Source: an optimization exercise on an open RTL-to-GDS flow (aim: small area, a short achievable clock period and few clock cycles). Production flows keep margins and buffers that such runs may drop. Where RTL was checked, it was by simulation tests only, not by an equivalence proof against the original.

Design square_multiply_modexp_trace, start of the top module:
module square_multiply_modexp_trace #(
    parameter int unsigned EXP_WIDTH = 32,
    parameter int unsigned MOD_WIDTH = 32
) (
    input  logic         i_clk,
    input  logic         i_rst_n,
    input  logic         s_axis_tvalid,
    output logic         s_axis_tready,
    input  logic [95:0]  s_axis_tdata,
    output logic         m_axis_tvalid,
    input  logic         m_axis_tready,
    output logic [71:0]  m_axis_tdata,
    output logic         m_axis_tuser,
    output logic         m_axis_tlast
);
==> module square_multiply_modexp_trace, before the edit <==
module square_multiply_modexp_trace #(
    parameter int unsigned EXP_WIDTH = 32,
    parameter int unsigned MOD_WIDTH = 32
) (
    input  logic         i_clk,
    input  logic         i_rst_n,
    input  logic         s_axis_tvalid,
    output logic         s_axis_tready,
    input  logic [95:0]  s_axis_tdata,
    output logic         m_axis_tvalid,
    input  logic         m_axis_tready,
    output logic [71:0]  m_axis_tdata,
    output logic         m_axis_tuser,
    output logic         m_axis_tlast
);
    logic q_idle, q_red, q_sqr, q_mul;
    logic [31:0] r_m;      
    logic        r_mz;     
    logic [31:0] r_e;      
    logic [31:0] r_b;      
    logic [31:0] r_acc;    
    logic [31:0] r_sq;     
    logic [4:0]  r_cnt;    
    logic        r_first;  
    logic        r_bz0;    
    logic [4:0]  r_pos;    
    logic [4:0]  r_row;
    logic        r_valid, r_bit, r_last, r_user;
    logic        r_sr, r_ar, r_ya, r_ys, r_bi;
    logic [31:0] w_r, w_y, w_res;
    assign w_r = ({32{r_sr}} & r_sq) | ({32{r_ar}} & r_acc);
    assign w_y = ({32{r_ya}} & r_acc) | ({32{r_ys}} & r_sq);
    smme_step u_step (
        .i_r(w_r), .i_b(r_bi), .i_y(w_y), .i_m(r_m), .i_mz(r_mz),
        .o_r(w_res)
    );
    logic [31:0] w_src;
    logic [4:0]  w_lead, w_next;
    logic        w_last, w_xn;
    assign w_src = q_sqr ? r_acc : r_b;            
    always_comb begin
        w_lead = 5'd0;
        for (int k = 1; k < 32; k++)
            if (w_src[k]) w_lead = 5'(k);
    end
    assign w_last = r_first ? (w_src[31:1] == 31'd0 || (q_red && r_bz0))
                            : (r_cnt == 5'd0);
    assign w_next = (r_first ? w_lead : r_cnt) - 5'd1;
    assign w_xn   = w_src[w_next];
    logic w_op, w_hold, w_run, w_end, w_empty, w_tomul, w_emit, w_done, w_gosq, w_skip;
    assign w_op    = q_red | q_sqr | q_mul;
    assign w_hold  = r_valid && !m_axis_tready;    
    assign w_run   = w_op && !w_hold && !(q_red && w_last && !r_e[31] && r_pos != 5'd0);
    assign w_end   = w_run && w_last;
    assign w_empty = q_red && !r_e[31];            
    assign w_tomul = q_sqr && r_e[31];
    assign w_emit  = w_end && !w_tomul;            
    assign w_done  = w_emit && (w_empty || r_pos == 5'd0);   
    assign w_gosq  = w_emit && !w_done;
    assign w_skip  = q_red && !r_e[31] && r_pos != 5'd0;
    always_ff @(posedge i_clk) begin
        if (q_idle) begin
            r_m   <= s_axis_tdata[95:64];
            r_mz  <= (s_axis_tdata[95:64] == 32'd0);
            r_e   <= s_axis_tdata[63:32];
            r_b   <= s_axis_tdata[31:0];
            r_bz0 <= (s_axis_tdata[31:0] == 32'd0) || (s_axis_tdata[63:32] == 32'd0);
            r_first <= 1'b1;
            r_pos <= 5'd31;
            r_sr <= 1'b0;
            r_ar <= 1'b0;
            r_ya <= 1'b0;
            r_ys <= 1'b0;
            r_bi <= (s_axis_tdata[31:0] != 32'd0) && (s_axis_tdata[63:32] != 32'd0);
        end else begin
            if (w_skip || w_gosq) begin
                r_e   <= {r_e[30:0], 1'b0};
                r_pos <= r_pos - 5'd1;
            end
            if (q_sqr && r_first && r_row == 5'd0) r_b <= r_acc;
            if (w_run) begin
                r_first <= w_end;
                r_cnt   <= w_next;
                if (w_end) begin
                    r_sr <= 1'b0;
                    r_ar <= 1'b0;
                    r_ya <= w_gosq;
                    r_ys <= w_tomul;
                    r_bi <= 1'b0;
                end else begin
                    r_sr <= q_sqr;
                    r_ar <= !q_sqr;
                    r_ya <= w_xn && q_sqr;
                    r_ys <= w_xn && q_mul;
                    r_bi <= w_xn && q_red;
                end
            end
        end
        if (w_run) begin
            if (q_sqr) begin
                r_sq <= w_res;
                if (w_end) r_acc <= w_res;
            end else begin
                r_acc <= w_res;
                if (w_end && q_red) r_sq <= {31'd0, !w_empty};
            end
        end
        if (w_emit) begin
            r_bit  <= !w_empty && (q_red || q_mul);
            r_row  <= q_red ? 5'd0 : r_row + 5'd1;
            r_last <= w_done;
            r_user <= w_empty;
        end
        if (!i_rst_n) begin
            q_idle  <= 1'b1;
            q_red   <= 1'b0;
            q_sqr   <= 1'b0;
            q_mul   <= 1'b0;
            r_valid <= 1'b0;
        end else begin
            r_valid <= w_emit || w_hold;
            if (q_idle && s_axis_tvalid) begin
                q_idle <= 1'b0;
                q_red  <= 1'b1;
            end
            if (w_end) begin
                q_red  <= 1'b0;
                q_sqr  <= w_gosq;
                q_mul  <= w_tomul;
                q_idle <= w_done;
            end
        end
    end
    assign s_axis_tready = q_idle;
    assign m_axis_tvalid = r_valid;
    assign m_axis_tdata  = {2'b00, r_row, r_acc, r_sq, r_bit};
    assign m_axis_tuser  = r_user;
    assign m_axis_tlast  = r_last;
endmodule
export LEC_CHECK = 0
export CAP_MARGIN = 20
export CORE_MARGIN = 2
export CORE_UTILIZATION = 45
export SETUP_SLACK_MARGIN = 5
export SLEW_MARGIN = 20
create_clock -name core_clock -period 11.0 [get_ports {i_clk}]
standard.sh (not shown) runs the stock make flow with config.mk's settings and CLKGATE_MAP_FILE= SYNTH_SCRIPT=/design/flow/synth_recipe.tcl, a recipe that flattens the netlist after the stock synthesis.
==> flow/flow/run.sh <==
#!/bin/bash
# Layout flow: the standard layout (standard.sh, ORFS from synthesis to
# finish, unchanged synthesis), except that every input and output port gets
# a sky130_fd_sc_hd__buf_1 as its port buffer instead of the default cell that
# buffer_ports picks. The full output goes to standard.log in the work folder;
# ORFS keeps each step's own log under orfs/logs.
set -euo pipefail
bash standard.sh "BUFFER_PORTS_ARGS=-buffer_cell sky130_fd_sc_hd__buf_1" finish > standard.log 2>&1
Testbench counts at the start, summed over its fixed seeds: cycles 106,295.
Rerun with:
--- a/flow/design.v
+++ b/flow/design.v
@@ -107,35 +107,38 @@
     logic [31:0] r_b;      
     logic [31:0] r_acc;    
     logic [31:0] r_sq;     
     logic [4:0]  r_cnt;    
     logic        r_first;  
     logic        r_bz0;    
+    logic        r_mbig;   
     logic [4:0]  r_pos;    
     logic [4:0]  r_row;
     logic        r_valid, r_bit, r_last, r_user;
-    logic        r_sr, r_ar, r_ya, r_ys, r_bi;
+    logic        r_sr, r_ar, r_ya, r_ys, r_yb, r_bi;
     logic [31:0] w_r, w_y, w_res;
     assign w_r = ({32{r_sr}} & r_sq) | ({32{r_ar}} & r_acc);
-    assign w_y = ({32{r_ya}} & r_acc) | ({32{r_ys}} & r_sq);
+    assign w_y = ({32{r_ya}} & r_acc) | ({32{r_ys}} & r_sq) | ({32{r_yb}} & r_b);
     smme_step u_step (
         .i_r(w_r), .i_b(r_bi), .i_y(w_y), .i_m(r_m), .i_mz(r_mz),
         .o_r(w_res)
     );
     logic [31:0] w_src;
     logic [4:0]  w_lead, w_next;
-    logic        w_last, w_xn;
-    assign w_src = q_sqr ? r_acc : r_b;            
+    logic        w_last, w_xn, w_mskip, w_jump;
+    assign w_mskip = q_sqr && !r_first && r_cnt == 5'd0 && r_e[31];
+    assign w_src = (q_sqr && !w_mskip) ? r_acc : r_b;   
     always_comb begin
         w_lead = 5'd0;
         for (int k = 1; k < 32; k++)
             if (w_src[k]) w_lead = 5'(k);
     end
-    assign w_last = r_first ? (w_src[31:1] == 31'd0 || (q_red && r_bz0))
+    assign w_last = r_first ? (w_src[31:1] == 31'd0 || (q_red && (r_bz0 || r_mbig)))
                             : (r_cnt == 5'd0);
-    assign w_next = (r_first ? w_lead : r_cnt) - 5'd1;
+    assign w_jump = w_mskip && w_lead != 5'd0;
+    assign w_next = (r_first || w_mskip ? w_lead : r_cnt) - 5'd1;
     assign w_xn   = w_src[w_next];
     logic w_op, w_hold, w_run, w_end, w_empty, w_tomul, w_emit, w_done, w_gosq, w_skip;
     assign w_op    = q_red | q_sqr | q_mul;
     assign w_hold  = r_valid && !m_axis_tready;    
     assign w_run   = w_op && !w_hold && !(q_red && w_last && !r_e[31] && r_pos != 5'd0);
     assign w_end   = w_run && w_last;
@@ -149,29 +152,40 @@
         if (q_idle) begin
             r_m   <= s_axis_tdata[95:64];
             r_mz  <= (s_axis_tdata[95:64] == 32'd0);
             r_e   <= s_axis_tdata[63:32];
             r_b   <= s_axis_tdata[31:0];
             r_bz0 <= (s_axis_tdata[31:0] == 32'd0) || (s_axis_tdata[63:32] == 32'd0);
+            r_mbig <= s_axis_tdata[95] || (s_axis_tdata[95:64] == 32'd0);
             r_first <= 1'b1;
             r_pos <= 5'd31;
             r_sr <= 1'b0;
             r_ar <= 1'b0;
             r_ya <= 1'b0;
             r_ys <= 1'b0;
-            r_bi <= (s_axis_tdata[31:0] != 32'd0) && (s_axis_tdata[63:32] != 32'd0);
+            r_yb <= (s_axis_tdata[95] || (s_axis_tdata[95:64] == 32'd0))
+                    && (s_axis_tdata[63:32] != 32'd0);
+            r_bi <= !(s_axis_tdata[95] || (s_axis_tdata[95:64] == 32'd0))
+                    && (s_axis_tdata[31:0] != 32'd0) && (s_axis_tdata[63:32] != 32'd0);
         end else begin
             if (w_skip || w_gosq) begin
                 r_e   <= {r_e[30:0], 1'b0};
                 r_pos <= r_pos - 5'd1;
             end
             if (q_sqr && r_first && r_row == 5'd0) r_b <= r_acc;
             if (w_run) begin
-                r_first <= w_end;
+                r_first <= w_end && !w_jump;
                 r_cnt   <= w_next;
-                if (w_end) begin
+                r_yb    <= 1'b0;
+                if (w_jump) begin
+                    r_sr <= 1'b0;
+                    r_ar <= 1'b1;
+                    r_ya <= 1'b0;
+                    r_ys <= w_xn;
+                    r_bi <= 1'b0;
+                end else if (w_end) begin
                     r_sr <= 1'b0;
                     r_ar <= 1'b0;
                     r_ya <= w_gosq;
                     r_ys <= w_tomul;
                     r_bi <= 1'b0;
                 end else begin
Outcome:
- The new run ran to the end with no violations
- count of clock-buffer cells in the layout stays the same
- die area increases by 2.9%
- clock skew barely changes
- non-clock buffer count rises by 28
- routed wire length rose by 16%
- worst setup slack got worse by 0.28 ns
- final area rose by 8.2%
- via count went up by 13%
- utilization came out higher by 2.7 points
- sequential share of layout area falls by 2.3 points
- flip-flop and latch count went up by 2
- cell count rises by 9.2%
- global-route usage went up by 2.1 points
Function not checked in the second run of this note: the RTL went through the layout flow alone.

[separate check: timing with driven ports]
How much do the figures lean on ideal ports? The routed layouts below were timed once more, with nothing changed but the port constraints. Step 1 sets driving cells, clkbuf_16 on the clock port and buf_2 on the other inputs (assumed; they add their load-dependent delay and slew). Step 2 adds t to the input delays and takes it off the output delays; t is the mean of the earliest and latest rising clock arrival at the registers after step 1. Input paths then give back, and output paths get back, about the clock's delay inside the block. a / b / c = no drivers / after step 1 / after step 2; a / b = the first two.
run | shift t [ns] | slack for setup (ns) | worst setup path at the end
the first run | 0.506 | 5.167 / 5.167 / 5.167 | register to register
the second run | 0.510 | 4.892 / 4.892 / 4.892 | register to register
After both steps setup and hold are still met in every run listed.
